Source: an optimization exercise on an open RTL-to-GDS flow (aim: small area, a short achievable clock period and few clock cycles per item). Production flows keep margins and buffers that such runs may drop.
At most, simulation tests tie the RTL to the original design; equivalence was not proved.
Only the layout flow was run in runs 1 to 3 and 5; the RTL was not checked for function there.
No activity file was given, so power comes from the tool's default toggle rates.

`constraint.sdc`:
```
create_clock -name core_clock -period 10.0 [get_ports {clk}]
set_input_delay 2.0000 -clock core_clock [delete_from_list [all_inputs] [get_ports {clk}]]
set_output_delay 2.0000 -clock core_clock [all_outputs]
set_load 0.01 [all_outputs]
```
`flow/run.sh`:
```
#!/bin/bash
set -euo pipefail
bash standard.sh SETUP_SLACK_MARGIN=7 "BUFFER_PORTS_ARGS=-buffer_cell sky130_fd_sc_hd__buf_2" finish > standard_flow.log 2>&1
```
`config.mk`:
```
export PLATFORM = sky130hd
export DESIGN_NAME = conv_engine_top
export DESIGN_NICKNAME = conv_engine_top
export VERILOG_FILES = /design/flow/design.v
export SDC_FILE = /design/flow/constraint.sdc
export NUM_CORES = 4
export LEC_CHECK = 0
export ABC_AREA = 0
export CAP_MARGIN = 20
export CORE_MARGIN = 2
export CORE_UTILIZATION = 40
export CTS_BUF_LIST = sky130_fd_sc_hd__clkbuf_4 sky130_fd_sc_hd__clkbuf_8
export CTS_CLUSTER_SIZE = 30
export SLEW_MARGIN = 20
export TNS_END_PERCENT = 0
```
`design.v`:
```
package conv_pkg;
    localparam int ACT_W    = 16;
    localparam int WEIGHT_W = 8;
    localparam int ACC_W    = 32;
    localparam int NUM_IN_CHANS = 16;
    localparam int CHAN_W       = 4;
    localparam int NUM_OUT_MAPS = 4;
    localparam int MAP_W        = 2;
    localparam int LAYER_W = 4;
    localparam int COUNT_W = 16;
    typedef enum logic [1:0] {
        ST_WAIT_WEIGHTS = 2'd0,
        ST_COMPUTE      = 2'd1,
        ST_DRAIN        = 2'd2
    } seq_state_t;
endpackage
`timescale 1ns/10ps
module zero_skip_fetch (
    input  logic                                                      clk,
    input  logic                                                      reset,
    input  logic                                                      layer_start,
    input  logic                                                      in_valid,
    input  logic                                                      in_ready,
    input  logic [conv_pkg::ACT_W-1:0]                                in_act,
    input  logic [conv_pkg::CHAN_W-1:0]                               in_chan,
    input  logic                                                      in_last,
    output logic [conv_pkg::NUM_IN_CHANS-1:0]                         rd_chan_oh,
    input  logic [conv_pkg::NUM_OUT_MAPS-1:0][conv_pkg::WEIGHT_W-1:0] rd_weights,
    output logic [conv_pkg::ACT_W-1:0]                                fetch_act,
    output logic [conv_pkg::ACT_W:0]                                  fetch_nact,
    output logic [conv_pkg::NUM_OUT_MAPS-1:0][15:0]                   fetch_sel,
    output logic                                                      fetch_last,
    output logic [conv_pkg::COUNT_W-1:0]                              skipped_count
);
    logic                       beat;
    logic                       valid_0;
    logic                       last_0;
    logic                       zero_0;
    logic                       start_0;
    logic [conv_pkg::ACT_W-1:0] act_0;
    assign beat = in_valid && in_ready && !reset;
    function automatic logic [3:0] booth_digit(input logic [2:0] t);
        booth_digit[0] = (t == 3'b001) || (t == 3'b010);
        booth_digit[1] = (t == 3'b011);
        booth_digit[2] = (t == 3'b101) || (t == 3'b110);
        booth_digit[3] = (t == 3'b100);
    endfunction
    always_ff @(posedge clk) begin
        valid_0 <= beat;
        last_0  <= beat && in_last;
        zero_0  <= beat && !in_last && (in_act == '0);
        start_0 <= layer_start && !reset;
        act_0   <= in_act;
        for (int c = 0; c < conv_pkg::NUM_IN_CHANS; c++) begin
            rd_chan_oh[c] <= (in_chan == c);
        end
    end
    always_ff @(posedge clk) begin
        fetch_last    <= last_0 && !reset;
        fetch_act     <= valid_0 ? act_0 : '0;
        fetch_nact    <= valid_0 ? ('0 - {act_0[conv_pkg::ACT_W-1], act_0}) : '0;
        for (int m = 0; m < conv_pkg::NUM_OUT_MAPS; m++) begin
            fetch_sel[m] <= {booth_digit(rd_weights[m][7:5]),
                             booth_digit(rd_weights[m][5:3]),
                             booth_digit(rd_weights[m][3:1]),
                             booth_digit({rd_weights[m][1:0], 1'b0})};
        end
    end
    always_ff @(posedge clk) begin
        if (reset) begin
            skipped_count <= '0;
        end else if (start_0) begin
            skipped_count <= conv_pkg::COUNT_W'(zero_0);
        end else begin
            skipped_count <= skipped_count + conv_pkg::COUNT_W'(zero_0);
        end
    end
endmodule
`timescale 1ns/10ps
module weight_bank (
    input  logic                                                      clk,
    input  logic                                                      reset,
    input  logic                                                      w_wr_en,
    input  logic [conv_pkg::CHAN_W-1:0]                               w_chan,
    input  logic [conv_pkg::MAP_W-1:0]                                w_map,
    input  logic [conv_pkg::WEIGHT_W-1:0]                             w_data,
    input  logic [conv_pkg::NUM_IN_CHANS-1:0]                         rd_chan_oh,
    output logic [conv_pkg::NUM_OUT_MAPS-1:0][conv_pkg::WEIGHT_W-1:0] rd_weights
);
    logic [conv_pkg::NUM_OUT_MAPS-1:0][conv_pkg::WEIGHT_W-1:0] bank [conv_pkg::NUM_IN_CHANS];
    logic                                                      wr_q;
    logic                                                      rst_q;
    logic [conv_pkg::CHAN_W-1:0]                               chan_q;
    logic [conv_pkg::MAP_W-1:0]                                map_q;
    logic [conv_pkg::WEIGHT_W-1:0]                             data_q;
    always_ff @(posedge clk) begin
        rst_q  <= reset;
        wr_q   <= w_wr_en && !reset;
        chan_q <= w_chan;
        map_q  <= w_map;
        data_q <= reset ? '0 : w_data;
    end
    always_ff @(posedge clk) begin
        for (int c = 0; c < conv_pkg::NUM_IN_CHANS; c++) begin
            for (int m = 0; m < conv_pkg::NUM_OUT_MAPS; m++) begin
                if (rst_q || (wr_q && (chan_q == c) && (map_q == m))) begin
                    bank[c][m] <= data_q;
                end
            end
        end
    end
    always_comb begin
        rd_weights = '0;
        for (int c = 0; c < conv_pkg::NUM_IN_CHANS; c++) begin
            rd_weights = rd_weights | ({(conv_pkg::NUM_OUT_MAPS * conv_pkg::WEIGHT_W){rd_chan_oh[c]}} & bank[c]);
        end
    end
endmodule
`timescale 1ns/10ps
module pointwise_mac (
    input  logic                           clk,
    input  logic                           clear,
    input  logic [conv_pkg::ACT_W-1:0]     act,
    input  logic [conv_pkg::ACT_W:0]       nact,
    input  logic [15:0]                    booth_sel,
    output logic [conv_pkg::ACC_W-1:0]     acc_s,
    output logic [conv_pkg::ACC_W-1:0]     acc_c
);
    function automatic logic [1:0] fa(input logic a, input logic b, input logic c);
        fa = {(a & b) | (a & c) | (b & c), a ^ b ^ c};
    endfunction
    function automatic logic [1:0] ha(input logic a, input logic b);
        ha = {a & b, a ^ b};
    endfunction
    function automatic logic [17:0] booth_row(input logic [3:0] sel,
                                              input logic [17:0] p1,
                                              input logic [17:0] p2,
                                              input logic [17:0] n1,
                                              input logic [17:0] n2);
        booth_row = ({18{sel[0]}} & p1) | ({18{sel[1]}} & p2) |
                    ({18{sel[2]}} & n1) | ({18{sel[3]}} & n2);
    endfunction
    logic [17:0] pa, pa2, na, na2;
    logic [17:0] r0, r1, r2, r3;
    logic [31:0] s_next, c_next;
    logic [1:0] h0;
    logic [1:0] f0;
    logic [1:0] f1;
    logic [1:0] h1;
    logic [1:0] f2;
    logic [1:0] f3;
    logic [1:0] f4;
    logic [1:0] f5;
    logic [1:0] f6;
    logic [1:0] f7;
    logic [1:0] f8;
    logic [1:0] f9;
    logic [1:0] f10;
    logic [1:0] f11;
    logic [1:0] f12;
    logic [1:0] f13;
    logic [1:0] f14;
    logic [1:0] f15;
    logic [1:0] f16;
    logic [1:0] f17;
    logic [1:0] f18;
    logic [1:0] f19;
    logic [1:0] f20;
    logic [1:0] f21;
    logic [1:0] f22;
    logic [1:0] f23;
    logic [1:0] f24;
    logic [1:0] f25;
    logic [1:0] f26;
    logic [1:0] f27;
    logic [1:0] f28;
    logic [1:0] h2;
    logic [1:0] f29;
    logic [1:0] h3;
    logic [1:0] h4;
    logic [1:0] f30;
    logic [1:0] f31;
    logic [1:0] f32;
    logic [1:0] f33;
    logic [1:0] f34;
    logic [1:0] f35;
    logic [1:0] f36;
    logic [1:0] f37;
    logic [1:0] f38;
    logic [1:0] f39;
    logic [1:0] f40;
    logic [1:0] f41;
    logic [1:0] f42;
    logic [1:0] f43;
    logic [1:0] f44;
    logic [1:0] f45;
    logic [1:0] f46;
    logic [1:0] f47;
    logic [1:0] f48;
    logic [1:0] f49;
    logic [1:0] f50;
    logic [1:0] h5;
    logic [1:0] h6;
    logic [1:0] h7;
    logic [1:0] h8;
    logic [1:0] h9;
    logic [1:0] h10;
    logic [1:0] h11;
    logic [1:0] h12;
    logic [1:0] h13;
    logic [1:0] f51;
    logic [1:0] f52;
    logic [1:0] f53;
    logic [1:0] f54;
    logic [1:0] f55;
    logic [1:0] f56;
    logic [1:0] f57;
    logic [1:0] f58;
    logic [1:0] f59;
    logic [1:0] f60;
    logic [1:0] f61;
    logic [1:0] f62;
    logic [1:0] f63;
    logic [1:0] f64;
    logic [1:0] f65;
    logic [1:0] f66;
    logic [1:0] f67;
    logic [1:0] f68;
    logic [1:0] f69;
    logic [1:0] f70;
    logic [1:0] f71;
    logic [1:0] f72;
    logic [1:0] f73;
    logic [1:0] f74;
    logic [1:0] f75;
    logic [1:0] f76;
    logic [1:0] f77;
    logic [1:0] f78;
    logic [1:0] f79;
    logic [1:0] f80;
    logic [1:0] f81;
    assign pa  = {{2{act[15]}}, act};
    assign pa2 = {act[15], act, 1'b0};
    assign na  = {nact[16], nact};
    assign na2 = {nact, 1'b0};
    assign r0 = booth_row(booth_sel[3:0],   pa, pa2, na, na2);
    assign r1 = booth_row(booth_sel[7:4],   pa, pa2, na, na2);
    assign r2 = booth_row(booth_sel[11:8],  pa, pa2, na, na2);
    assign r3 = booth_row(booth_sel[15:12], pa, pa2, na, na2);
    assign h0 = ha(acc_s[4], acc_c[4]);
    assign f0 = fa(acc_s[5], acc_c[5], r0[5]);
    assign f1 = fa(acc_s[6], acc_c[6], r0[6]);
    assign h1 = ha(r1[4], r2[2]);
    assign f2 = fa(acc_s[7], acc_c[7], r0[7]);
    assign f3 = fa(r1[5], r2[3], r3[1]);
    assign f4 = fa(acc_s[8], acc_c[8], r0[8]);
    assign f5 = fa(r1[6], r2[4], r3[2]);
    assign f6 = fa(acc_s[9], acc_c[9], r0[9]);
    assign f7 = fa(r1[7], r2[5], r3[3]);
    assign f8 = fa(acc_s[10], acc_c[10], r0[10]);
    assign f9 = fa(r1[8], r2[6], r3[4]);
    assign f10 = fa(acc_s[11], acc_c[11], r0[11]);
    assign f11 = fa(r1[9], r2[7], r3[5]);
    assign f12 = fa(acc_s[12], acc_c[12], r0[12]);
    assign f13 = fa(r1[10], r2[8], r3[6]);
    assign f14 = fa(acc_s[13], acc_c[13], r0[13]);
    assign f15 = fa(r1[11], r2[9], r3[7]);
    assign f16 = fa(acc_s[14], acc_c[14], r0[14]);
    assign f17 = fa(r1[12], r2[10], r3[8]);
    assign f18 = fa(acc_s[15], acc_c[15], r0[15]);
    assign f19 = fa(r1[13], r2[11], r3[9]);
    assign f20 = fa(acc_s[16], acc_c[16], r0[16]);
    assign f21 = fa(r1[14], r2[12], r3[10]);
    assign f22 = fa(acc_s[17], acc_c[17], r0[17]);
    assign f23 = fa(r1[15], r2[13], r3[11]);
    assign f24 = fa(acc_s[18], acc_c[18], r0[17]);
    assign f25 = fa(r1[16], r2[14], r3[12]);
    assign f26 = fa(acc_s[19], acc_c[19], ~r0[17]);
    assign f27 = fa(~r1[17], r2[15], r3[13]);
    assign f28 = fa(1'b1, acc_s[20], acc_c[20]);
    assign h2 = ha(r2[16], r3[14]);
    assign f29 = fa(acc_s[21], acc_c[21], ~r2[17]);
    assign h3 = ha(1'b1, acc_s[22]);
    assign h4 = ha(acc_s[2], acc_c[2]);
    assign f30 = fa(acc_s[3], acc_c[3], r0[3]);
    assign f31 = fa(h0[0], r0[4], r1[2]);
    assign f32 = fa(f0[0], r1[3], r2[1]);
    assign f33 = fa(f1[0], h1[0], r3[0]);
    assign f34 = fa(f2[0], f3[0], f1[1]);
    assign f35 = fa(f4[0], f5[0], f2[1]);
    assign f36 = fa(f6[0], f7[0], f4[1]);
    assign f37 = fa(f8[0], f9[0], f6[1]);
    assign f38 = fa(f10[0], f11[0], f8[1]);
    assign f39 = fa(f12[0], f13[0], f10[1]);
    assign f40 = fa(f14[0], f15[0], f12[1]);
    assign f41 = fa(f16[0], f17[0], f14[1]);
    assign f42 = fa(f18[0], f19[0], f16[1]);
    assign f43 = fa(f20[0], f21[0], f18[1]);
    assign f44 = fa(f22[0], f23[0], f20[1]);
    assign f45 = fa(f24[0], f25[0], f22[1]);
    assign f46 = fa(f26[0], f27[0], f24[1]);
    assign f47 = fa(f28[0], h2[0], f26[1]);
    assign f48 = fa(f29[0], r3[15], f28[1]);
    assign f49 = fa(h3[0], acc_c[22], r3[16]);
    assign f50 = fa(acc_s[23], acc_c[23], ~r3[17]);
    assign h5 = ha(1'b1, acc_s[24]);
    assign h6 = ha(1'b1, acc_s[25]);
    assign h7 = ha(1'b1, acc_s[26]);
    assign h8 = ha(1'b1, acc_s[27]);
    assign h9 = ha(1'b1, acc_s[28]);
    assign h10 = ha(1'b1, acc_s[29]);
    assign h11 = ha(1'b1, acc_s[30]);
    assign h12 = ha(1'b1, acc_s[31]);
    assign h13 = ha(acc_s[0], acc_c[0]);
    assign f51 = fa(acc_s[1], acc_c[1], r0[1]);
    assign f52 = fa(h4[0], r0[2], r1[0]);
    assign f53 = fa(f30[0], r1[1], h4[1]);
    assign f54 = fa(f31[0], r2[0], f30[1]);
    assign f55 = fa(f32[0], h0[1], f31[1]);
    assign f56 = fa(f33[0], f0[1], f32[1]);
    assign f57 = fa(f34[0], h1[1], f33[1]);
    assign f58 = fa(f35[0], f3[1], f34[1]);
    assign f59 = fa(f36[0], f5[1], f35[1]);
    assign f60 = fa(f37[0], f7[1], f36[1]);
    assign f61 = fa(f38[0], f9[1], f37[1]);
    assign f62 = fa(f39[0], f11[1], f38[1]);
    assign f63 = fa(f40[0], f13[1], f39[1]);
    assign f64 = fa(f41[0], f15[1], f40[1]);
    assign f65 = fa(f42[0], f17[1], f41[1]);
    assign f66 = fa(f43[0], f19[1], f42[1]);
    assign f67 = fa(f44[0], f21[1], f43[1]);
    assign f68 = fa(f45[0], f23[1], f44[1]);
    assign f69 = fa(f46[0], f25[1], f45[1]);
    assign f70 = fa(f47[0], f27[1], f46[1]);
    assign f71 = fa(f48[0], h2[1], f47[1]);
    assign f72 = fa(f49[0], f29[1], f48[1]);
    assign f73 = fa(f50[0], h3[1], f49[1]);
    assign f74 = fa(h5[0], acc_c[24], f50[1]);
    assign f75 = fa(h6[0], acc_c[25], h5[1]);
    assign f76 = fa(h7[0], acc_c[26], h6[1]);
    assign f77 = fa(h8[0], acc_c[27], h7[1]);
    assign f78 = fa(h9[0], acc_c[28], h8[1]);
    assign f79 = fa(h10[0], acc_c[29], h9[1]);
    assign f80 = fa(h11[0], acc_c[30], h10[1]);
    assign f81 = fa(h12[0], acc_c[31], h11[1]);
    assign s_next = {f81[0], f80[0], f79[0], f78[0], f77[0], f76[0], f75[0], f74[0], f73[0], f72[0], f71[0], f70[0], f69[0], f68[0], f67[0], f66[0], f65[0], f64[0], f63[0], f62[0], f61[0], f60[0], f59[0], f58[0], f57[0], f56[0], f55[0], f54[0], f53[0], f52[0], f51[0], h13[0]};
    assign c_next = {f80[1], f79[1], f78[1], f77[1], f76[1], f75[1], f74[1], f73[1], f72[1], f71[1], f70[1], f69[1], f68[1], f67[1], f66[1], f65[1], f64[1], f63[1], f62[1], f61[1], f60[1], f59[1], f58[1], f57[1], f56[1], f55[1], f54[1], f53[1], f52[1], f51[1], h13[1], r0[0]};
    always_ff @(posedge clk) begin
        if (clear) begin
            acc_s <= '0;
            acc_c <= '0;
        end else begin
            acc_s <= s_next;
            acc_c <= c_next;
        end
    end
endmodule
`timescale 1ns/10ps
module relu_drain (
    input  logic                                                   clk,
    input  logic                                                   reset,
    input  logic                                                   drain_start,
    input  logic [conv_pkg::NUM_OUT_MAPS-1:0][conv_pkg::ACC_W-1:0] acc_s,
    input  logic [conv_pkg::NUM_OUT_MAPS-1:0][conv_pkg::ACC_W-1:0] acc_c,
    output logic                                                   out_valid,
    input  logic                                                   out_ready,
    output logic [conv_pkg::ACC_W-1:0]                             out_data,
    output logic [conv_pkg::MAP_W-1:0]                             out_map,
    output logic                                                   drain_done
);
    logic                         xfer;
    logic                         last_map;
    logic                         load;
    logic [conv_pkg::NUM_OUT_MAPS-1:0] rd_sel;
    logic [conv_pkg::NUM_OUT_MAPS-1:0] rd_sel_n;
    logic [conv_pkg::ACC_W-1:0]        sel_s;
    logic [conv_pkg::ACC_W-1:0]        sel_c;
    logic [conv_pkg::ACC_W-1:0]        res;
    assign xfer       = out_valid && out_ready;
    assign last_map   = (out_map == conv_pkg::MAP_W'(conv_pkg::NUM_OUT_MAPS - 1));
    assign drain_done = xfer && last_map;
    assign load       = drain_start || (xfer && !last_map);
    always_comb begin
        sel_s = '0;
        sel_c = '0;
        for (int m = 0; m < conv_pkg::NUM_OUT_MAPS; m++) begin
            sel_s = sel_s | ({conv_pkg::ACC_W{rd_sel[m]}} & acc_s[m]);
            sel_c = sel_c | ({conv_pkg::ACC_W{!rd_sel_n[m]}} & acc_c[m]);
        end
    end
    assign res = sel_s + sel_c;
    always_ff @(posedge clk) begin
        if (reset) begin
            out_valid <= 1'b0;
            out_map   <= '0;
            rd_sel    <= conv_pkg::NUM_OUT_MAPS'(1);
            rd_sel_n  <= ~conv_pkg::NUM_OUT_MAPS'(1);
        end else begin
            if (drain_start) begin
                out_valid <= 1'b1;
                out_map   <= '0;
            end else if (xfer) begin
                if (last_map) out_valid <= 1'b0;
                else out_map <= out_map + 1'b1;
            end
            if (load) begin
                rd_sel   <= {rd_sel[conv_pkg::NUM_OUT_MAPS-2:0], rd_sel[conv_pkg::NUM_OUT_MAPS-1]};
                rd_sel_n <= {rd_sel_n[conv_pkg::NUM_OUT_MAPS-2:0], rd_sel_n[conv_pkg::NUM_OUT_MAPS-1]};
            end
        end
    end
    always_ff @(posedge clk) begin
        if (load) out_data <= res[conv_pkg::ACC_W-1] ? '0 : res;
    end
endmodule
`timescale 1ns/10ps
module layer_counter (
    input  logic                         clk,
    input  logic                         reset,
    input  logic                         count_clear,
    input  logic                         layer_step,
    input  logic [conv_pkg::LAYER_W-1:0] num_layers,
    output logic [conv_pkg::LAYER_W-1:0] layer_num,
    output logic                         last_layer
);
    logic [conv_pkg::LAYER_W-1:0] num_layers_cfg;
    always_ff @(posedge clk) begin
        if (reset || count_clear) begin
            layer_num <= '0;
        end else if (layer_step) begin
            layer_num <= layer_num + 1'b1;
        end
    end
    always_ff @(posedge clk) begin
        if (count_clear) begin
            num_layers_cfg <= (num_layers == '0) ? conv_pkg::LAYER_W'(1) : num_layers;
        end
    end
    assign last_layer = ((layer_num + 1'b1) == num_layers_cfg);
endmodule
`timescale 1ns/10ps
module layer_sequencer (
    input  logic clk,
    input  logic reset,
    input  logic loading,
    input  logic fetch_last,
    input  logic drain_done,
    input  logic last_layer,
    output logic need_weights,
    output logic in_ready,
    output logic layer_start,
    output logic drain_start,
    output logic count_clear,
    output logic clear_acc,
    output logic run_done
);
    logic seen_loading;
    logic run_active;
    assign layer_start = need_weights && seen_loading && !loading;
    assign count_clear = layer_start && !run_active;
    always_ff @(posedge clk) begin
        if (reset) begin
            need_weights <= 1'b1;
            seen_loading <= 1'b0;
            run_active   <= 1'b0;
            run_done     <= 1'b0;
            in_ready     <= 1'b0;
            drain_start  <= 1'b0;
        end else begin
            in_ready    <= 1'b1;
            run_done    <= drain_done && last_layer;
            drain_start <= fetch_last;
            if (layer_start) begin
                need_weights <= 1'b0;
                seen_loading <= 1'b0;
                run_active   <= 1'b1;
            end else if (need_weights && loading) begin
                seen_loading <= 1'b1;
            end
            if (drain_done) begin
                need_weights <= 1'b1;
                if (last_layer) run_active <= 1'b0;
            end
        end
    end
    always_ff @(posedge clk) begin
        clear_acc <= reset || drain_done;
    end
endmodule
`timescale 1ns/10ps
module conv_engine_top (
    input  logic                            clk,
    input  logic                            reset,
    input  logic                            loading,
    input  logic [conv_pkg::LAYER_W-1:0]    num_layers,
    input  logic                            w_wr_en,
    input  logic [conv_pkg::CHAN_W-1:0]     w_chan,
    input  logic [conv_pkg::MAP_W-1:0]      w_map,
    input  logic [conv_pkg::WEIGHT_W-1:0]   w_data,
    input  logic                            in_valid,
    output logic                            in_ready,
    input  logic [conv_pkg::ACT_W-1:0]      in_act,
    input  logic [conv_pkg::CHAN_W-1:0]     in_chan,
    input  logic                            in_last,
    output logic                            out_valid,
    input  logic                            out_ready,
    output logic [conv_pkg::ACC_W-1:0]      out_data,
    output logic [conv_pkg::MAP_W-1:0]      out_map,
    output logic [conv_pkg::LAYER_W-1:0]    out_layer,
    output logic                            need_weights,
    output logic                            run_done,
    output logic [conv_pkg::COUNT_W-1:0]    skipped_count
);
    logic                                                      layer_start;
    logic                                                      drain_start;
    logic                                                      drain_done;
    logic                                                      count_clear;
    logic                                                      clear_acc;
    logic                                                      last_layer;
    logic [conv_pkg::NUM_IN_CHANS-1:0]                         rd_chan_oh;
    logic [conv_pkg::NUM_OUT_MAPS-1:0][conv_pkg::WEIGHT_W-1:0] rd_weights;
    logic [conv_pkg::NUM_OUT_MAPS-1:0][15:0]                   fetch_sel;
    logic [conv_pkg::ACT_W-1:0]                                fetch_act;
    logic [conv_pkg::ACT_W:0]                                  fetch_nact;
    logic                                                      fetch_last;
    logic [conv_pkg::NUM_OUT_MAPS-1:0][conv_pkg::ACC_W-1:0]    acc_s;
    logic [conv_pkg::NUM_OUT_MAPS-1:0][conv_pkg::ACC_W-1:0]    acc_c;
    weight_bank u_weights (
        .clk        (clk),
        .reset      (reset),
        .w_wr_en    (w_wr_en),
        .w_chan     (w_chan),
        .w_map      (w_map),
        .w_data     (w_data),
        .rd_chan_oh (rd_chan_oh),
        .rd_weights (rd_weights)
    );
    zero_skip_fetch u_fetch (
        .clk           (clk),
        .reset         (reset),
        .layer_start   (layer_start),
        .in_valid      (in_valid),
        .in_ready      (in_ready),
        .in_act        (in_act),
        .in_chan       (in_chan),
        .in_last       (in_last),
        .rd_chan_oh    (rd_chan_oh),
        .rd_weights    (rd_weights),
        .fetch_act     (fetch_act),
        .fetch_nact    (fetch_nact),
        .fetch_sel     (fetch_sel),
        .fetch_last    (fetch_last),
        .skipped_count (skipped_count)
    );
    for (genvar m = 0; m < conv_pkg::NUM_OUT_MAPS; m++) begin : g_mac
        pointwise_mac u_mac (
            .clk       (clk),
            .clear     (clear_acc),
            .act       (fetch_act),
            .nact      (fetch_nact),
            .booth_sel (fetch_sel[m]),
            .acc_s     (acc_s[m]),
            .acc_c     (acc_c[m])
        );
    end
    relu_drain u_drain (
        .clk         (clk),
        .reset       (reset),
        .drain_start (drain_start),
        .acc_s       (acc_s),
        .acc_c       (acc_c),
        .out_valid   (out_valid),
        .out_ready   (out_ready),
        .out_data    (out_data),
        .out_map     (out_map),
        .drain_done  (drain_done)
    );
    layer_counter u_count (
        .clk         (clk),
        .reset       (reset),
        .count_clear (count_clear),
        .layer_step  (drain_done),
        .num_layers  (num_layers),
        .layer_num   (out_layer),
        .last_layer  (last_layer)
    );
    layer_sequencer u_seq (
        .clk          (clk),
        .reset        (reset),
        .loading      (loading),
        .fetch_last   (fetch_last),
        .drain_done   (drain_done),
        .last_layer   (last_layer),
        .need_weights (need_weights),
        .in_ready     (in_ready),
        .layer_start  (layer_start),
        .drain_start  (drain_start),
        .count_clear  (count_clear),
        .clear_acc    (clear_acc),
        .run_done     (run_done)
    );
endmodule
```
`standard.sh`:
```
#!/bin/bash
# synth_recipe.tcl (not shown) runs the flow's synth.tcl, then flattens the netlist and writes it again
# the make line also repeats each setting of config.mk as NAME=value (left out here)
make -C /OpenROAD-flow-scripts/flow DESIGN_CONFIG=/design/flow/config.mk WORK_HOME=/design/flow/orfs CLKGATE_MAP_FILE= SYNTH_SCRIPT=/design/flow/synth_recipe.tcl "${@:-finish}"
```
==> flow_summary.toml, run 1 <==
[synth]
synth_async_sr_flop_share = 0
yosysWarnings = 7
muxShareOfSynthArea = 0.00207
synthSimpleGateAreaFrac = 0.0951
synth-compound-area-share = 0.165
synth-edff-count = 547
synth_flop_cell = "edfxtp_1"
synth_top_family_by_area = "compound AO/OA/AOI/OAI gates"
synth_seq_cells = 986
synthesis.nets = 4560
netlist_area_sq_um = 48400
yosysSeqAreaShare = 0.521
yosysUniqueCellTypes = 68
syn_inst = 4134
syn_area_per_cell_sq_um = 11.7
synth-adder-area-share = 0.148
synth_xor_area_frac = 0.0137

[finish]
seq_area_sq_um = 25300
nNetsFinal = 4561
finish.utilization = 0.451
final_area_sq_um = 54100
layout-drive-gt1-share = 0.128
multi_input_area_sq_um = 20700
fill_cells = 11000
area_growth_pct = 11.7

[floorplan]
die_x_um = 352
die_h_um = 352
ios = 103
die_area_sq_um = 124000
initial_core_util = 0.404
rows = 127
coreArea_sq_um = 120000

[timing]
final.setup_skew_ps = 58.0
slew_headroom = 0.242
worst_hold_slack_ps = 438
setup_viol = 0
hold_viol = 0
rsz0062_at_grt = "yes"
worst_slew_pin_slew_ps = 1140
timing_max_transition_violations_final = 0
tns_ps = 0
maxClockFrequency_mhz = 289
min_period_over_period = 0.346
fin_crit_ps = 3460

[power_and_ir_drop]
combPwrFrac = 0.216
seqPwrFrac = 0.461
power.leakage_nw = 21.7
switching_share = 0.330
p_sw_mw = 3.99
clkPwrFrac = 0.322
p_int_mw = 8.11
power_density_nw_per_um2 = 224
ir_drop_mv = 0.174

[route]
dr.pass1.iters = 9
wire_per_inst_um = 25.9
vias = 34100
ant_nets = 0
drt-initial-drc-count = 4262
wirelength_um = 153000
vias_per_cell = 5.80
route.detailed.drc = 0

[critical_path]
critPathLaunch = "u_drain.out_data[2]"
cp_max_fo = 1
cp_data_required_time_ps = 8000
worstSetupStartpointType = "flop"
end_kind = "primary output"
r2r-start = "u_drain.rd_sel[0]"
cp_num_cells = 1
arrival_ps = 1460
critical_path_class = "flop to primary output"
cpLargestDelayFamily = "flip-flops"
crit_slowest_cell = "edfxtp_1"
path_buf_inv = 1
max_stage_delay_ps = 400
ff2ff_path_depth = 13
crit_chain = "buf_2"

[clock_tree]
htreeDepth = 4
cts.sinks = 986
insertion_delay_ps = 900
numCtsBuffers = 167
clock_path_buffers = 3
clk_pin_slew_ps = 60
cts_tree = "done"
hold_buffers = 0
cts-root-buf = "clkbuf_8"

[placement]
gp_congestion = 0.942
place_area_sq_um = 50200
portBuffers = 101
place_hpwl_um = 98200

[min_path]
hold_path.class = "flop to flop"
hold_start = "u_fetch.fetch_last"
holdPathStages = 1

[outcome]
status = "complete, no violations"

[global_route]
grt_max_degree = 87
grt_pass1_wl_um = 228000
grt-ovfl-total = 0
grt_use_total = 0.245
antenna_found_initial = 3
grt_pass1_vias = 34100

[job]
cap_violations = 0
-- path summary, 6_finish.rpt --
kind                                        endpoint  slack, ps
worst min register to register     u_seq.drain_start        440
worst min-delay path               u_seq.drain_start        440
worst max-delay path                     out_data[2]       6540
worst max register to register  u_drain.out_data[26]       6560
-- area by class of cell --
| type | count | share of cell area |
|---|---|---|
| Sequential cell | 986 | 0.467 |
| Multi-Input combinational cell | 2440 | 0.382 |
| Clock buffer | 251 | 0.0570 |
| Tap cell | 1612 | 0.0373 |
| Inverter | 364 | 0.0256 |
| Timing Repair Buffer | 176 | 0.0203 |
| Clock inverter | 56 | 0.0103 |
| Antenna cell | 2 | 0.0000925 |
-- synthesized netlist by cell type, types with 5 or more instances --
master,number,area (sq um)
o21a_1,28,210
ha_1,60,751
mux2i_1,10,100
and3b_1,5,43.8
o21ai_0,44,220
nor3_1,29,145
o21bai_1,28,210
nor2_1,211,792
a221oi_1,68,596
and2_1,26,163
dfxtp_1,439,8790
or3_1,9,56.3
edfxtp_1,547,16400
a31oi_1,5,31.3
xnor2_1,50,438
nor2b_1,217,1360
or2_2,5,31.3
a21o_1,64,480
nand3b_1,6,45.0
inv_1,362,1360
clkbuf_1,308,1160
nand2b_1,17,106
o211ai_1,7,52.6
a21oi_1,50,250
a22o_1,62,543
nand2_1,261,980
xor2_1,24,210
a22oi_1,581,4360
nand3_1,54,270
nand4_1,29,181
a222oi_1,64,641
nor4_1,7,43.8
fa_1,321,6430
o221ai_1,25,219
nor3b_1,11,82.6
and3_1,18,113
buf_1,32,120
-- through the flow --
step | instances | worst slack (ps) | power [mW]
2_1_floorplan | 4134 | 6720 | 7.26
3_3_place_gp | 5570 | 6090 | 8.15
3_5_place_dp | 5573 | 5990 | 8.19
4_1_cts | 5884 | 6420 | 12.1
5_1_grt | 5887 | 6430 | 12.8
6_report | 5887 | 6540 | 12.1
-- registers in the layout, indices dropped and copies added (netlist names), 31 cells and up --
name	cells
g_mac.u_mac.acc_s	128
g_mac.u_mac.acc_c	128
u_drain.out_data	31
u_weights.bank	512
u_fetch.fetch_sel	60
-- placed cells by master (no fill, tap or decap), types with 56 or more instances in the layout --
cell type	Yosys	final
ha_1	60	56
a221oi_1	68	68
a222oi_1	64	64
a21o_1	64	64
a22oi_1	581	580
clkbuf_8	0	194
edfxtp_1	547	547
a22o_1	62	62
clkbuf_4	0	59
buf_2	3	101
buf_4	1	69
fa_1	321	321
nand2_1	261	261
nor2_1	211	210
dfxtp_1	439	407
inv_1	362	359
nor2b_1	217	217
-- logic make-up (layout without fill, tap and decap cells) --
kind of cell | Yosys count | in the layout
AO/OA/AOI/OAI | 1047 | 1047
flip-flops | 986 | 986
AND/OR/NAND/NOR | 926 | 926
buffers and inverters | 708 | 847
adder cells (fa/ha/maj) | 381 | 381
XOR/XNOR | 75 | 75
multiplexers | 10 | 10
other | 1 | 3
-- power by group through the flow --
| stage | logic [mW] | clock network (mW) | registers (mW) |
|---|---|---|---|
| 2_1_floorplan | 2.12 | 0 | 5.13 |
| 3_3_place_gp | 2.52 | 0 | 5.63 |
| 3_5_place_dp | 2.57 | 0 | 5.62 |
| 4_1_cts | 2.61 | 3.97 | 5.54 |
| 5_1_grt | 3.03 | 4.14 | 5.62 |
| 6_report | 2.62 | 3.90 | 5.58 |
-- layer usage --
layer,part of all wire,global-route usage,wire length (um)
met3,0.10,0.0625,15400
met2,0.44,0.367,67800
met4,0.026,0.0740,3940
met5,0.000085,0,13
met1,0.43,0.348,65400
-- timing repair --
item	4_1_cts	5_1_grt
resized for setup	16	30
pin swaps	3	1
setup buffers	4	1
endpoints found under the setup margin	198	228
==> run 2: changes to the inputs <==
--- a/config.mk
+++ b/config.mk
@@ -9,7 +9,5 @@
 export CAP_MARGIN = 20
 export CORE_MARGIN = 2
 export CORE_UTILIZATION = 40
-export CTS_BUF_LIST = sky130_fd_sc_hd__clkbuf_4 sky130_fd_sc_hd__clkbuf_8
-export CTS_CLUSTER_SIZE = 30
 export SLEW_MARGIN = 20
 export TNS_END_PERCENT = 0
==> run 2 against run 1 <==
- final cell count fell by 1.5%
- synthesized cell count unchanged
- global-route usage shrank 0.24 points
- sequential cell count did not move
- critical path depth up 14
- fmax increased by 2.3%
- largest cell class unchanged
==> flow_summary.toml, run 2 <==
[critical_path]
cp_max_fo = 6
cp_data_required_time_ps = 10460
end_kind = "flop"
arrival_ps = 3850
critical_path_class = "flop to flop"
r2r_slack_ps = 6620
worstSetupStartpointType = "flop"
r2r-end = "u_drain.out_data[29]"
r2r-start = "u_drain.rd_sel_n[1]"
ff2ff_path_depth = 15

[finish]
fin_cells = 5796
diodes = 0
top_regs = "u_weights.bank: 512 flops, g_mac.u_mac.acc_c: 128 flops, g_mac.u_mac.acc_s: 128 flops"
final_common_cell = "a22oi_1"
area_growth_pct = 12.9
top_register = "u_weights.bank"
nNetsFinal = 4520
fill_cells = 10900
layout-drive-gt1-share = 0.117
layout_common_cells = "a22oi_1, edfxtp_1, dfxtp_1"
largest_register_ffs = 512
finish.utilization = 0.456

[power_and_ir_drop]
seqPwrFrac = 0.448
power.leakage_nw = 21.7
switching_share = 0.323
ir_drop_mv = 0.189
clkPwrFrac = 0.323
p_sw_mw = 4.02
power_density_nw_per_um2 = 228
p_int_mw = 8.43
combPwrFrac = 0.229

[clock_tree]
cts.sinks = 986
clk_pin_slew_ps = 60
cts-root-buf = "clkbuf_16"
hold_buffers = 0
htreeDepth = 3
numCtsBuffers = 104
cts_tree = "done"
clock_path_buffers = 3
insertion_delay_ps = 740

[synth]
synth-edff-count = 547
yosysUniqueCellTypes = 68
synth_top_area_share = 0.339
post-synth-top-count-cell = "a22oi_1"
syn_inst = 4134
synth_flop_cell = "edfxtp_1"
netlist_area_sq_um = 48400
yosysTopAreaCell = "edfxtp_1"
synth_area_leaders = "edfxtp_1, dfxtp_1, fa_1, a22oi_1, inv_1"
yosysWarnings = 7
synth_seq_cells = 986
syn_area_per_cell_sq_um = 11.7
synthesis.nets = 4560
synthTopCellsByCount = "a22oi_1, edfxtp_1, dfxtp_1"
yosysSeqAreaShare = 0.521
synth_async_sr_flop_share = 0

[timing]
rsz0062_at_grt = "yes"
setup_viol = 0
fin_ws_ps = 6620
tns_ps = 0
min_period_over_period = 0.338
worst_slew_pin_slew_ps = 1110
timing_max_transition_violations_final = 0
slew_headroom = 0.257
fin_crit_ps = 3380
hold_viol = 0
worst_hold_slack_ps = 436
maxClockFrequency_mhz = 295
final.setup_skew_ps = 82.3

[global_route]
grt_pass1_vias = 33600
grt_max_degree = 87
grt-ovfl-total = 0
grt_use_total = 0.242
grt_pass1_wl_um = 227000
antenna_found_initial = 1

[floorplan]
die_x_um = 352
rows = 127
die_area_sq_um = 124000
ios = 103
die_h_um = 352
coreArea_sq_um = 120000
initial_core_util = 0.404

[placement]
gp_congestion = 0.942
place_hpwl_um = 98200
placed_cells = 5573
portBuffers = 101
preCtsSetupSlack_ps = 5990

[route]
route.detailed.drc = 0
ant_nets = 0
vias_per_cell = 5.87
wire_per_inst_um = 26.3
vias = 34000
dr.pass1.iters = 8
drt-initial-drc-count = 4503
wirelength_um = 153000

[min_path]
holdPathStages = 1
hold_start = "u_fetch.fetch_last"
hold_path.class = "flop to flop"
min_to = "u_seq.drain_start"

[outcome]
status = "complete, no violations"

[job]
cap_violations = 0
[run 2: cell counts after synthesis]
No cell type changed its count.
[run 2: timing repair]
| item | 4_1_cts | 5_1_grt |
|---|---|---|
| pin swaps | 7 | 29 |
| setup endpoints to repair | 214 | 256 |
| resized for setup | 49 | 67 |
| setup buffers | 6 | 15 |
| gates cloned | 1 | 5 |
[run 2: critical path, cell delays in order, from the launching register on]
cell and delay [ps]:
dfxtp_2 360, clkinvlp_4 200, clkbuf_16 220, clkbuf_2 150, a22oi_1 180, nand2_1 140, ha_4 310, o211ai_1 120
o21ai_2 250, buf_4 150, o211ai_1 170, a31oi_2 340, o21ai_2 120, o211ai_1 210, xnor2_1 150, nor2_1 60
[run 2: how the worst max path moves through the flow]
stage / slack (ps) / startpoint / to / cells past startpoint
floorplan: 6720 / out_ready / u_drain.out_data[0] / 4
global placement: 6090 / u_drain.rd_sel_n[3] / u_drain.out_data[28] / 14
detailed placement: 5990 / u_drain.rd_sel_n[1] / u_drain.out_data[26] / 15
CTS: 6680 / u_drain.out_data[2] / out_data[2] / 1
global route: 6500 / u_drain.rd_sel_n[1] / u_drain.out_data[28] / 13
finish: 6620 / u_drain.rd_sel_n[1] / u_drain.out_data[29] / 15
[run 2: area by class of cell]
| cell class | count | area, sq um | area share |
|---|---|---|---|
| flip-flops and latches | 986 | 25300 | 0.462 |
| multi-input cells | 2440 | 21000 | 0.384 |
| clock buffers | 144 | 2900 | 0.0530 |
| well taps | 1612 | 2020 | 0.0369 |
| repair buffers | 198 | 1430 | 0.0262 |
| inverters | 364 | 1390 | 0.0254 |
| clock inverters | 52 | 702 | 0.0128 |
[run 2: cell families (layout without fill, tap and decap cells)]
logic type | after synthesis | in the layout | share of synthesized area
adders and majority gates | 381 | 381 | 0.148
muxes | 10 | 10 | 0.00207
xor gates and xnor gates | 75 | 75 | 0.0137
buffers and inverters | 708 | 758 | 0.0550
DFF | 986 | 986 | 0.521
and+or+nand+nor | 926 | 926 | 0.0951
AOI/OAI and AO/OA | 1047 | 1047 | 0.165
other | 1 | 1 | 0.0000774
[run 2: power groups by stage]
stage               registers (mW)  logic [mW]  clock network (mW)
global route                  5.62        3.26                4.23
floorplan                     5.13        2.12                   0
detailed placement            5.62        2.57                   0
finish                        5.58        2.85                4.02
CTS                           5.54        2.62                4.07
global placement              5.63        2.52                   0
[run 2: through the flow]
stage	power, mW	instance area (sq um)
floorplan	7.26	48500
global route	13.1	54700
finish	12.4	54700
global placement	8.15	50200
CTS	12.2	54100
detailed placement	8.19	50200
[run 2: per-layer routing]
metal | GRT usage | routed length, um
met3 | 0.0513 | 15600
met4 | 0.0686 | 4020
met2 | 0.369 | 68300
met5 | 0 | 13
met1 | 0.349 | 64800
==> run 3: changes to the inputs <==
--- a/config.mk
+++ b/config.mk
@@ -9,5 +9,8 @@
 export CAP_MARGIN = 20
 export CORE_MARGIN = 2
 export CORE_UTILIZATION = 40
+export CTS_BUF_LIST = sky130_fd_sc_hd__clkbuf_4 sky130_fd_sc_hd__clkbuf_8 sky130_fd_sc_hd__clkbuf_16
+export CTS_CLUSTER_DIAMETER = 140
+export CTS_CLUSTER_SIZE = 25
 export SLEW_MARGIN = 20
 export TNS_END_PERCENT = 0
==> run 3 against run 2 <==
- still clean on timing, DRC and antenna
- hold slack better by 9.7 ps
- clock power is 42% lower
- setup slack better by 100 ps
- critical path type unchanged
==> flow_summary.toml, run 3 <==
[synth]
synth_async_sr_flop_share = 0
synth_seq_cells = 986
synth_top_area_share = 0.339
syn_area_per_cell_sq_um = 11.7
synth_flop_cell = "edfxtp_1"
yosysWarnings = 7
yosysTopAreaCell = "edfxtp_1"
syn_inst = 4134
synthTopCellsByCount = "a22oi_1, edfxtp_1, dfxtp_1"
netlist_area_sq_um = 48400
yosysSeqAreaShare = 0.521
yosysUniqueCellTypes = 68
synth_area_leaders = "edfxtp_1, dfxtp_1, fa_1, a22oi_1, inv_1"
synth-edff-count = 547
synthesis.nets = 4560
post-synth-top-count-cell = "a22oi_1"

[clock_tree]
cts.sinks = 986
insertion_delay_ps = 700
clock_path_buffers = 3
clk_pin_slew_ps = 110
htreeDepth = 2
numCtsBuffers = 45
cts_tree = "done"
cts-root-buf = "clkbuf_16"

[timing]
final.setup_skew_ps = 44.9
fin_crit_ps = 3280
worst_slew_pin_slew_ps = 1130
tns_ps = 0
maxClockFrequency_mhz = 305
setup_viol = 0
hold_viol = 0
slew_headroom = 0.245
min_period_over_period = 0.328
rsz0062_at_grt = "yes"
timing_max_transition_violations_final = 0

[finish]
final_common_cell = "a22oi_1"
top_register = "u_weights.bank"
largest_register_ffs = 512
multi_input_area_sq_um = 20700
area_growth_pct = 7.83
layout_common_cells = "a22oi_1, edfxtp_1, dfxtp_1"
fin_cells = 5668
nNetsFinal = 4450
fill_cells = 11100
top_regs = "u_weights.bank: 512 flops, g_mac.u_mac.acc_c: 128 flops, g_mac.u_mac.acc_s: 128 flops"
seq_area_sq_um = 25300
diodes = 0
layout-drive-gt1-share = 0.0905

[global_route]
grt-ovfl-total = 0
grt_use_total = 0.239
grt_pass1_wl_um = 225000
grt_max_degree = 87
antenna_found_initial = 1
grt_pass1_vias = 32900

[critical_path]
cp_max_fo = 31
crit_chain = "clkinvlp_4, buf_4, a22oi_1, o221ai_1, ha_1, a21oi_1, o21ai_2, a2111oi_4, o221ai_2, nand3_1, a21oi_2, xnor2_2, buf_12, nor4b_2"
cp_data_required_time_ps = 10500
crit_slowest_cell = "dfxtp_2"
cpLargestDelayFamily = "compound AO/OA/AOI/OAI gates"
r2r-start = "u_drain.rd_sel_n[0]"
worstSetupStartpointType = "flop"
r2r_slack_ps = 6720
path_buf_inv = 3
end_kind = "flop"
r2r-end = "u_drain.out_data[26]"
ff2ff_path_depth = 14
arrival_ps = 3780
critical_path_class = "flop to flop"
max_stage_delay_ps = 380

[power_and_ir_drop]
p_int_mw = 6.96
clkPwrFrac = 0.222
seqPwrFrac = 0.528
switching_share = 0.340
power.leakage_nw = 20.6
finalPower_mw = 10.5
ir_drop_mv = 0.165
p_sw_mw = 3.59
power_density_nw_per_um2 = 202
combPwrFrac = 0.250

[route]
dr.pass1.iters = 10
vias_per_cell = 5.88
wire_per_inst_um = 26.6
vias = 33300
wirelength_um = 151000
ant_nets = 0
route.detailed.drc = 0
drt-initial-drc-count = 4415

[floorplan]
ios = 103
die_x_um = 352
initial_core_util = 0.404
die_area_sq_um = 124000
die_h_um = 352
coreArea_sq_um = 120000
rows = 127

[min_path]
min_to = "u_seq.drain_start"
holdPathStages = 1
hold_start = "u_fetch.fetch_last"
hold_path.class = "flop to flop"

[job]
cap_violations = 0

[placement]
place_hpwl_um = 98200
portBuffers = 101
gp_congestion = 0.942
placed_cells = 5573

[outcome]
status = "complete, no violations"
[run 3: cell counts after synthesis]
Identical to the previous run, type by type.
[run 3: cell type report]
cell class                 count  area share
multi-input combinational   2440       0.397
clock buffer                  73      0.0257
inverter                     364      0.0266
sequential                   986       0.484
timing repair buffer         187      0.0252
clock inverter                 6     0.00278
tap                         1612      0.0386
[run 3: logic make-up after synthesis]
kind of cell	Yosys count	share of synthesized area
AOI/OAI and AO/OA	1047	0.165
xor gates and xnor gates	75	0.0137
adders and majority gates	381	0.148
buffers and inverters	708	0.0550
DFF	986	0.521
muxes	10	0.00207
other	1	0.0000774
and+or+nand+nor	926	0.0951
[run 3: power groups by stage]
stage / Combinational [mW] / Clock, mW / Sequential (mW)
2_1_floorplan: 2.12 / 0 / 5.13
3_3_place_gp: 2.52 / 0 / 5.63
3_5_place_dp: 2.57 / 0 / 5.62
4_1_cts: 2.62 / 2.39 / 5.53
5_1_grt: 3.06 / 2.52 / 5.61
6_report: 2.64 / 2.34 / 5.57
[run 3: worst register-to-register path: stages, from the launching register on]
cell	delay, ps
dfxtp_2	380
clkinvlp_4	100
buf_4	190
a22oi_1	210
o221ai_1	180
ha_1	380
a21oi_1	210
o21ai_2	140
a2111oi_4	350
o221ai_2	180
nand3_1	140
a21oi_2	70
xnor2_2	150
buf_12	180
nor4b_2	280
[run 3: repair_timing]
| action | CTS | global route |
|---|---|---|
| hold buffers | 0 | 0 |
| gates resized for setup | 49 | 30 |
| setup buffers | 7 | 5 |
| endpoints found under the setup margin | 232 | 258 |
| gates cloned | 0 | 4 |
| pin swaps | 7 | 11 |
[run 3: worst max path at each step]
stage,startpoint,to,depth (start not counted)
after floorplan,out_ready,u_drain.out_data[0],4
after global placement,u_drain.rd_sel_n[3],u_drain.out_data[28],14
after detailed placement,u_drain.rd_sel_n[1],u_drain.out_data[26],15
after CTS,u_drain.out_data[2],out_data[2],1
after global routing,u_drain.rd_sel_n[1],u_drain.out_data[26],15
final,u_drain.rd_sel_n[0],u_drain.out_data[26],14
[run 3: metrics by stage]
step                      setup slack, ps  hold slack [ps]  utilization  cell area (sq um)
after floorplan                      6720              414            -              48500
after global placement               6090              427        0.418              50200
after detailed placement             5990              428        0.419              50200
after CTS                            6690              453        0.433              52000
after global routing                 6590              470        0.435              52200
final                                6720              445        0.435              52200
[run 3: per-layer routing]
metal  share of wire  global-route usage
met5        0.000073                   0
met4           0.023              0.0555
met3            0.10              0.0460
met2            0.45               0.366
met1            0.43               0.350
==> run 4: changes to the inputs <==
--- a/design.v
+++ b/design.v
@@ -371,6 +371,7 @@
     logic                         xfer;
     logic                         last_map;
     logic                         load;
+    localparam logic [conv_pkg::NUM_OUT_MAPS-1:0] SEL_MAP0 = 1;
     logic [conv_pkg::NUM_OUT_MAPS-1:0] rd_sel;
     logic [conv_pkg::NUM_OUT_MAPS-1:0] rd_sel_n;
     logic [conv_pkg::ACC_W-1:0]        sel_s;
@@ -393,8 +394,8 @@
         if (reset) begin
             out_valid <= 1'b0;
             out_map   <= '0;
-            rd_sel    <= conv_pkg::NUM_OUT_MAPS'(1);
-            rd_sel_n  <= ~conv_pkg::NUM_OUT_MAPS'(1);
+            rd_sel    <= SEL_MAP0;
+            rd_sel_n  <= ~SEL_MAP0;
         end else begin
             if (drain_start) begin
                 out_valid <= 1'b1;
==> run 4 against run 3 <==
- final cell count grew 0.60%
- clock skew grew 7.6 ps
- area after synthesis is essentially flat
- largest power group unchanged
- highest routed layer is now met4
==> flow_summary.toml, run 4 <==
[clock_tree]
cts-root-buf = "clkbuf_16"
htreeDepth = 2
insertion_delay_ps = 700
clock_path_buffers = 3
numCtsBuffers = 47
cts.sinks = 986
hold_buffers = 0
cts_tree = "done"
clk_pin_slew_ps = 110

[timing]
hold_viol = 0
slew_headroom = 0.240
setup_viol = 0
tns_ps = 0
rsz0062_at_grt = "yes"
timing_max_transition_violations_final = 0
maxClockFrequency_mhz = 297
fin_crit_ps = 3370
final.setup_skew_ps = 52.5
worst_hold_slack_ps = 450
min_period_over_period = 0.337
worst_slew_pin_slew_ps = 1140

[synth]
synth_async_sr_flop_share = 0
post-synth-top-count-cell = "a22oi_1"
syn_area_per_cell_sq_um = 11.7
synth_seq_cells = 986
syn_inst = 4134
synth-edff-count = 547
synthTopCellsByCount = "a22oi_1, edfxtp_1, dfxtp_1"
synthesis.nets = 4560
yosysSeqAreaShare = 0.521
yosysUniqueCellTypes = 68
yosysTopAreaCell = "edfxtp_1"
yosysWarnings = 7
synth_area_leaders = "edfxtp_1, dfxtp_1, fa_1, a22oi_1, nor2b_1"
synth_flop_cell = "edfxtp_1"
synth_top_area_share = 0.339
netlist_area_sq_um = 48400

[global_route]
grt_pass1_wl_um = 219000
antenna_found_initial = 3
grt-ovfl-total = 0
grt_use_total = 0.232
grt_max_degree = 90
grt_pass1_vias = 32700

[placement]
portBuffers = 101
place_area_sq_um = 50100
gp_congestion = 0.947
place_hpwl_um = 93200

[power_and_ir_drop]
finalPower_mw = 10.4
power_density_nw_per_um2 = 196
power.leakage_nw = 20.8
ir_drop_mv = 0.156

[outcome]
status = "complete, no violations"

[min_path]
hold_path.class = "flop to flop"
holdPathStages = 1
min_to = "u_fetch.fetch_nact[16]"
hold_start = "u_fetch.act_0[15]"

[finish]
layout_common_cells = "a22oi_1, edfxtp_1, dfxtp_1"
seq_area_sq_um = 25300
layout-drive-gt1-share = 0.102
final_area_sq_um = 52800
final_common_cell = "a22oi_1"
fill_cells = 11100
top_regs = "u_weights.bank: 512 flops, g_mac.u_mac.acc_c: 128 flops, g_mac.u_mac.acc_s: 128 flops"
top_register = "u_weights.bank"
finish.utilization = 0.440
largest_register_ffs = 512
multi_input_area_sq_um = 20900
nNetsFinal = 4479
area_growth_pct = 8.95

[floorplan]
die_area_sq_um = 124000
coreArea_sq_um = 120000
ios = 103
rows = 127
die_x_um = 352
die_h_um = 352
initial_core_util = 0.404

[job]
cap_violations = 0

[route]
vias_per_cell = 5.85
drt-initial-drc-count = 4437
wire_per_inst_um = 25.8
ant_nets = 0
wirelength_um = 147000
dr.pass1.iters = 10
vias = 33400
route.detailed.drc = 0

[critical_path]
cp_max_fo = 1
crit_chain = "buf_2"
worstSetupStartpointType = "flop"
ff2ff_path_depth = 16
cp_data_required_time_ps = 8000
crit_slowest_cell = "edfxtp_1"
cpLargestDelayFamily = "flip-flops"
end_kind = "primary output"
r2r-start = "u_drain.rd_sel_n[0]"
arrival_ps = 1370
critical_path_class = "flop to primary output"
max_stage_delay_ps = 500
r2r_slack_ps = 6670
r2r-end = "u_drain.out_data[26]"
path_buf_inv = 1
## run 4: cell types whose count changed after synthesis
| cell | previous run | this run |
|---|---|---|
| o211ai_1 | 7 | 9 |
| inv_1 | 362 | 361 |
| mux2i_1 | 10 | 8 |
| clkinv_1 | 2 | 3 |
| clkbuf_1 | 308 | 310 |
| buf_1 | 32 | 30 |
| nand2_1 | 261 | 263 |
| nor2_1 | 211 | 209 |
## run 4: worst max-delay path by stage
stage / from / to / cells past startpoint
after floorplan: out_ready / u_drain.out_data[0] / 4
after CTS: u_drain.out_data[21] / out_data[21] / 1
final: u_drain.out_data[21] / out_data[21] / 1
after global placement: u_drain.rd_sel_n[0] / u_drain.out_data[30] / 15
after global routing: u_drain.rd_sel_n[0] / u_drain.out_data[26] / 16
after detailed placement: u_drain.rd_sel_n[0] / u_drain.out_data[8] / 14
## run 4: final cells by class
type	instances	share of cell area
antenna	1	0.0000474
clock buffer	75	0.0264
clock inverter	10	0.00337
inverter	364	0.0262
multi-input combinational	2440	0.397
sequential	986	0.479
tap	1612	0.0382
timing repair buffer	212	0.0297
timing repair inverter	2	0.000285
## run 4: cell families (layout without fill, tap and decap cells)
logic type               Yosys count  count (layout)  share of synthesized area
AO/OA/AOI/OAI                   1049            1049                      0.166
flip-flops                       986             986                      0.521
AND/OR/NAND/NOR                  926             926                     0.0951
buffers and inverters            708             663                     0.0550
adder cells (fa/ha/maj)          381             381                      0.148
XOR/XNOR                          75              75                     0.0137
multiplexers                       8               8                    0.00165
other                              1               2                  0.0000774
## run 4: through the flow
stage / instances / setup WS, ps
2_1_floorplan: 4134 / 6690
3_3_place_gp: 5562 / 5980
3_5_place_dp: 5562 / 5860
4_1_cts: 5660 / 6620
5_1_grt: 5702 / 6540
6_report: 5702 / 6630
## run 4: layer usage
layer / global-route usage / share of wire / vias to the layer above
met4: 0.107 / 0.052 / 0
met2: 0.366 / 0.46 / 1852
met5: 0 / 0 / -
met3: 0.0360 / 0.088 / 315
li1: - / - / 14600
met1: 0.315 / 0.40 / 16600
## run 4: where the power goes
group	internal, mW	total (mW)	switching (mW)	leakage, nW
logic	1.10	2.47	1.37	11.1
registers	4.82	5.51	0.693	8.88
clock network	1.02	2.38	1.36	0.785
## run 4: timing repair
item                                    in CTS  in global routing
buffers inserted                            11                 34
pin swaps                                    7                 39
endpoints found under the hold margin        0                  0
endpoints found under the setup margin     257                268
cloned                                       2                  6
resized for setup                           35                 80
Testbench counts of run 4, summed over its fixed seeds: cycles 11,078, items 6,015.
==> run 5: changes to the inputs <==
--- a/design.v
+++ b/design.v
@@ -32,12 +32,9 @@
     output logic                                                      fetch_last,
     output logic [conv_pkg::COUNT_W-1:0]                              skipped_count
 );
-    logic                       beat;
-    logic                       valid_0;
-    logic                       last_0;
-    logic                       zero_0;
-    logic                       start_0;
-    logic [conv_pkg::ACT_W-1:0] act_0;
+    logic beat;
+    logic zero_a;
+    logic start_a;
     assign beat = in_valid && in_ready && !reset;
     function automatic logic [3:0] booth_digit(input logic [2:0] t);
         booth_digit[0] = (t == 3'b001) || (t == 3'b010);
@@ -45,20 +42,17 @@
         booth_digit[2] = (t == 3'b101) || (t == 3'b110);
         booth_digit[3] = (t == 3'b100);
     endfunction
-    always_ff @(posedge clk) begin
-        valid_0 <= beat;
-        last_0  <= beat && in_last;
-        zero_0  <= beat && !in_last && (in_act == '0);
-        start_0 <= layer_start && !reset;
-        act_0   <= in_act;
+    always_comb begin
         for (int c = 0; c < conv_pkg::NUM_IN_CHANS; c++) begin
-            rd_chan_oh[c] <= (in_chan == c);
+            rd_chan_oh[c] = (in_chan == c);
         end
     end
     always_ff @(posedge clk) begin
-        fetch_last    <= last_0 && !reset;
-        fetch_act     <= valid_0 ? act_0 : '0;
-        fetch_nact    <= valid_0 ? ('0 - {act_0[conv_pkg::ACT_W-1], act_0}) : '0;
+        fetch_last <= beat && in_last;
+        zero_a     <= beat && !in_last && (in_act == '0);
+        start_a    <= layer_start && !reset;
+        fetch_act  <= beat ? in_act : '0;
+        fetch_nact <= beat ? ('0 - {in_act[conv_pkg::ACT_W-1], in_act}) : '0;
         for (int m = 0; m < conv_pkg::NUM_OUT_MAPS; m++) begin
             fetch_sel[m] <= {booth_digit(rd_weights[m][7:5]),
                              booth_digit(rd_weights[m][5:3]),
@@ -69,10 +63,10 @@
     always_ff @(posedge clk) begin
         if (reset) begin
             skipped_count <= '0;
-        end else if (start_0) begin
-            skipped_count <= conv_pkg::COUNT_W'(zero_0);
+        end else if (start_a) begin
+            skipped_count <= conv_pkg::COUNT_W'(zero_a);
         end else begin
-            skipped_count <= skipped_count + conv_pkg::COUNT_W'(zero_0);
+            skipped_count <= skipped_count + conv_pkg::COUNT_W'(zero_a);
         end
     end
 endmodule
@@ -88,23 +82,13 @@
     output logic [conv_pkg::NUM_OUT_MAPS-1:0][conv_pkg::WEIGHT_W-1:0] rd_weights
 );
     logic [conv_pkg::NUM_OUT_MAPS-1:0][conv_pkg::WEIGHT_W-1:0] bank [conv_pkg::NUM_IN_CHANS];
-    logic                                                      wr_q;
-    logic                                                      rst_q;
-    logic [conv_pkg::CHAN_W-1:0]                               chan_q;
-    logic [conv_pkg::MAP_W-1:0]                                map_q;
-    logic [conv_pkg::WEIGHT_W-1:0]                             data_q;
-    always_ff @(posedge clk) begin
-        rst_q  <= reset;
-        wr_q   <= w_wr_en && !reset;
-        chan_q <= w_chan;
-        map_q  <= w_map;
-        data_q <= reset ? '0 : w_data;
-    end
+    logic [conv_pkg::WEIGHT_W-1:0]                             wdata;
+    assign wdata = reset ? '0 : w_data;
     always_ff @(posedge clk) begin
         for (int c = 0; c < conv_pkg::NUM_IN_CHANS; c++) begin
             for (int m = 0; m < conv_pkg::NUM_OUT_MAPS; m++) begin
-                if (rst_q || (wr_q && (chan_q == c) && (map_q == m))) begin
-                    bank[c][m] <= data_q;
+                if (reset || (w_wr_en && (w_chan == c) && (w_map == m))) begin
+                    bank[c][m] <= wdata;
                 end
             end
         end
@@ -371,9 +355,7 @@
     logic                         xfer;
     logic                         last_map;
     logic                         load;
-    localparam logic [conv_pkg::NUM_OUT_MAPS-1:0] SEL_MAP0 = 1;
     logic [conv_pkg::NUM_OUT_MAPS-1:0] rd_sel;
-    logic [conv_pkg::NUM_OUT_MAPS-1:0] rd_sel_n;
     logic [conv_pkg::ACC_W-1:0]        sel_s;
     logic [conv_pkg::ACC_W-1:0]        sel_c;
     logic [conv_pkg::ACC_W-1:0]        res;
@@ -386,7 +368,7 @@
         sel_c = '0;
         for (int m = 0; m < conv_pkg::NUM_OUT_MAPS; m++) begin
             sel_s = sel_s | ({conv_pkg::ACC_W{rd_sel[m]}} & acc_s[m]);
-            sel_c = sel_c | ({conv_pkg::ACC_W{!rd_sel_n[m]}} & acc_c[m]);
+            sel_c = sel_c | ({conv_pkg::ACC_W{rd_sel[m]}} & acc_c[m]);
         end
     end
     assign res = sel_s + sel_c;
@@ -394,8 +376,7 @@
         if (reset) begin
             out_valid <= 1'b0;
             out_map   <= '0;
-            rd_sel    <= SEL_MAP0;
-            rd_sel_n  <= ~SEL_MAP0;
+            rd_sel    <= conv_pkg::NUM_OUT_MAPS'(1);
         end else begin
             if (drain_start) begin
                 out_valid <= 1'b1;
@@ -404,10 +385,7 @@
                 if (last_map) out_valid <= 1'b0;
                 else out_map <= out_map + 1'b1;
             end
-            if (load) begin
-                rd_sel   <= {rd_sel[conv_pkg::NUM_OUT_MAPS-2:0], rd_sel[conv_pkg::NUM_OUT_MAPS-1]};
-                rd_sel_n <= {rd_sel_n[conv_pkg::NUM_OUT_MAPS-2:0], rd_sel_n[conv_pkg::NUM_OUT_MAPS-1]};
-            end
+            if (load) rd_sel <= {rd_sel[conv_pkg::NUM_OUT_MAPS-2:0], rd_sel[conv_pkg::NUM_OUT_MAPS-1]};
         end
     end
     always_ff @(posedge clk) begin
--- a/config.mk
+++ b/config.mk
@@ -9,8 +9,5 @@
 export CAP_MARGIN = 20
 export CORE_MARGIN = 2
 export CORE_UTILIZATION = 40
-export CTS_BUF_LIST = sky130_fd_sc_hd__clkbuf_4 sky130_fd_sc_hd__clkbuf_8 sky130_fd_sc_hd__clkbuf_16
-export CTS_CLUSTER_DIAMETER = 140
-export CTS_CLUSTER_SIZE = 25
 export SLEW_MARGIN = 20
 export TNS_END_PERCENT = 0
==> run 5 against run 4 <==
- critical endpoint is now u_weights.bank[15][6]
- via count grew 1.6%
- hold slack better by 35 ps
- critical path depth up 2
- global-route usage increased by 1.5 points
- highest routed layer is now met5
- non-clock buffer count rose by 1
- count of clock-buffer cells in the layout increased by 50
- fmax down 7.6%
- clock power up 63%
- sequential power shrank 4.5%
- die area decreased by 2.8%
- clock skew grew 0.66 ps
- wire length up 2.0%
==> flow_summary.toml, run 5 <==
[outcome]
status = "complete, no violations"

[synth]
post-synth-top-count-cell = "a22oi_1"
synth_flop_cell = "edfxtp_1"
synthesis.nets = 4506
netlist_area_sq_um = 47100
syn_area_per_cell_sq_um = 11.5
syn_inst = 4080
synthTopCellsByCount = "a22oi_1, edfxtp_1, dfxtp_1"
synth_top_area_share = 0.349
yosysSeqAreaShare = 0.513
synth-edff-count = 547
synth_async_sr_flop_share = 0
yosysTopAreaCell = "edfxtp_1"
synth_area_leaders = "edfxtp_1, dfxtp_1, fa_1, a22oi_1, inv_1"
yosysUniqueCellTypes = 52
yosysWarnings = 7
synth_seq_cells = 932

[critical_path]
critical_path_class = "primary input to flop"
ff2ff_path_depth = 14
r2r-end = "u_drain.out_data[5]"
crit_slowest_cell = "o31ai_2"
arrival_ps = 3980
cp_max_fo = 13
crit_chain = "buf_2, nand3_1, o31ai_2"
r2r-start = "u_drain.rd_sel[2]"
r2r_slack_ps = 6420
critPathLaunch = "w_wr_en"
end_kind = "flop"
cp_data_required_time_ps = 10330
max_stage_delay_ps = 1190
cp-endpoint = "u_weights.bank[15][6]"
worstSetupStartpointType = "primary input"

[finish]
fill_cells = 10500
layout-drive-gt1-share = 0.135
seq_area_sq_um = 24200
nNetsFinal = 4469
top_register = "u_weights.bank"
final_area_sq_um = 53700
largest_register_ffs = 512
top_regs = "u_weights.bank: 512 flops, g_mac.u_mac.acc_c: 128 flops, g_mac.u_mac.acc_s: 128 flops"
multi_input_area_sq_um = 21100
area_growth_pct = 14.0
fin_cells = 5652
layout_common_cells = "a22oi_1, edfxtp_1, dfxtp_1"
final_common_cell = "a22oi_1"

[floorplan]
rows = 125
initial_core_util = 0.404
die_x_um = 347
coreArea_sq_um = 117000
die_area_sq_um = 120000
ios = 103
die_h_um = 347

[clock_tree]
cts-root-buf = "clkbuf_16"
numCtsBuffers = 97
cts.sinks = 932
clock_path_buffers = 3
insertion_delay_ps = 730
htreeDepth = 3
clk_pin_slew_ps = 60
cts_tree = "done"

[placement]
portBuffers = 101
place_area_sq_um = 49100
placed_cells = 5428
gp_congestion = 0.892
preCtsSetupSlack_ps = 5130
place_hpwl_um = 93900

[timing]
worst_hold_slack_ps = 484
fin_ws_ps = 6360
setup_viol = 0
min_period_over_period = 0.364
timing_max_transition_violations_final = 0
slew_headroom = 0.168
worst_slew_pin_slew_ps = 1250
maxClockFrequency_mhz = 275
fin_crit_ps = 3640
tns_ps = 0
rsz0062_at_grt = "yes"
hold_viol = 0
final.setup_skew_ps = 53.1

[route]
wire_per_inst_um = 26.6
wirelength_um = 150000
ant_nets = 0
vias = 33900
route.detailed.drc = 0
vias_per_cell = 6.00
drt-initial-drc-count = 4721
dr.pass1.iters = 10

[power_and_ir_drop]
seqPwrFrac = 0.446
switching_share = 0.319
power_density_nw_per_um2 = 220
p_int_mw = 8.04
ir_drop_mv = 0.170
clkPwrFrac = 0.330
power.leakage_nw = 21.0
p_sw_mw = 3.77
combPwrFrac = 0.225

[global_route]
grt-ovfl-total = 0
grt_use_total = 0.247
grt_pass1_wl_um = 224000
antenna_found_initial = 6
grt_pass1_vias = 34300
grt_max_degree = 96

[min_path]
hold_path.class = "flop to flop"

[job]
cap_violations = 0
-- run 5: changes by cell type after synthesis, sizes merged, moves of 12 or more --
cell | previous run | this run
nand4 | 29 | 17
o221ai | 25 | 0
o21ai | 44 | 69
nor3 | 31 | 43
dfxtp | 439 | 385
nand3 | 54 | 80
o31ai | 0 | 41
nand2 | 263 | 290
nor4 | 7 | 19
a22oi | 581 | 605
o21bai | 28 | 4
a21o | 64 | 17
-- run 5: timing repair --
action / in CTS / in global routing
setup buffers: 27 / 4
endpoints found under the setup margin: 888 / 946
gates cloned: 7 / 1
pin swaps: 28 / 17
hold buffers: 0 / 0
gates resized for setup: 109 / 38
-- run 5: stage by stage --
step | power (mW) | util
global route | 12.4 | 0.460
detailed placement | 7.68 | 0.421
global placement | 7.61 | 0.421
CTS | 11.8 | 0.459
floorplan | 6.87 | -
finish | 11.8 | 0.460
-- run 5: area by class of cell --
| type | count | share of cell area |
|---|---|---|
| Tap cell | 1524 | 0.0355 |
| Antenna cell | 2 | 0.0000933 |
| Sequential cell | 932 | 0.451 |
| Inverter | 354 | 0.0248 |
| Multi-Input combinational cell | 2445 | 0.393 |
| Clock buffer | 125 | 0.0501 |
| Timing Repair Buffer | 213 | 0.0311 |
| Clock inverter | 57 | 0.0146 |
-- run 5: worst min-delay path by stage --
stage | from | endpoint | depth (start not counted)
3_5_place_dp | u_seq.run_active | u_seq.run_active | 2
2_1_floorplan | u_fetch.fetch_last | u_seq.drain_start | 1
5_1_grt | u_seq.run_active | u_seq.run_active | 2
4_1_cts | u_seq.run_active | u_seq.run_active | 2
6_report | u_seq.run_active | u_seq.run_active | 2
3_3_place_gp | u_seq.run_active | u_seq.run_active | 2
-- run 5: cell families (layout without fill, tap and decap cells) --
logic type,count (synthesis),count (layout),synth area share
AO/OA/AOI/OAI,1035,1035,0.166
XOR/XNOR,72,72,0.0134
adder cells (fa/ha/maj),381,381,0.153
buffers and inverters,703,749,0.0567
flip-flops,932,932,0.513
multiplexers,7,7,0.00149
other,1,3,0.0000797
AND/OR/NAND/NOR,949,949,0.0969
-- run 5: power by group through the flow --
stage	Clock [mW]	Sequential [mW]	Combinational [mW]
3_5_place_dp	0	5.30	2.38
4_1_cts	3.95	5.22	2.64
6_report	3.89	5.26	2.65
2_1_floorplan	0	4.88	1.99
5_1_grt	4.10	5.30	3.04
3_3_place_gp	0	5.30	2.31
-- run 5: per-layer routing --
layer / wire length (um) / vias to the layer above / part of all wire / track usage
li1: - / 14600 / - / -
met1: 58900 / 16900 / 0.39 / 0.325
met2: 70000 / 1991 / 0.47 / 0.397
met3: 15300 / 427 / 0.10 / 0.0573
met4: 5890 / 4 / 0.039 / 0.0979
met5: 25 / - / 0.00017 / 0
-- run 5: worst max-delay path: cells and delay by family --
kind	cells	cell delay, ps
and+or+nand+nor	1	660
AOI/OAI and AO/OA	1	1190
buffers and inverters	1	110

## re-timing with driven ports
How much do the figures lean on ideal ports? The routed layouts below were timed once more, with nothing changed but the port constraints. Step 1: set_driving_cell puts a clkbuf_16 on clk and a buf_2 on each other input, an assumption about the parent block. Step 2 also shifts input and output timing later by t, the mid clock arrival at the registers, as if the neighbouring blocks saw the same clock. Three values: ideal, step 1, step 2; two values: the first two.
| run | t, ns | slack for setup (ns) | worst hold slack (ns) | worst setup path at the end | slew at the worst register clock pin (ns) |
|---|---|---|---|---|---|
| run 1 | 0.948 | 6.539 / 6.466 / 6.258 | 0.438 / 0.438 / 0.438 | input to register | 0.07 / 0.07 |
| run 2 | 0.770 | 6.616 / 6.616 / 6.195 | 0.436 / 0.436 / 0.436 | input to register | 0.07 / 0.07 |
| run 3 | 0.748 | 6.718 / 6.660 / 6.250 | 0.445 / 0.445 / 0.445 | input to register | 0.11 / 0.11 |
| run 4 | 0.750 | 6.633 / 6.560 / 6.094 | 0.450 / 0.450 / 0.450 | input to register | 0.12 / 0.12 |
| run 5 | 0.770 | 6.358 / 6.406 / 5.635 | 0.484 / 0.484 / 0.484 | input to register | 0.07 / 0.07 |
After both steps setup and hold are still met in every run listed. For run 5, which loses most, drivers alone change the setup slack by +0.048 ns; drivers and shift together by -0.723 ns.
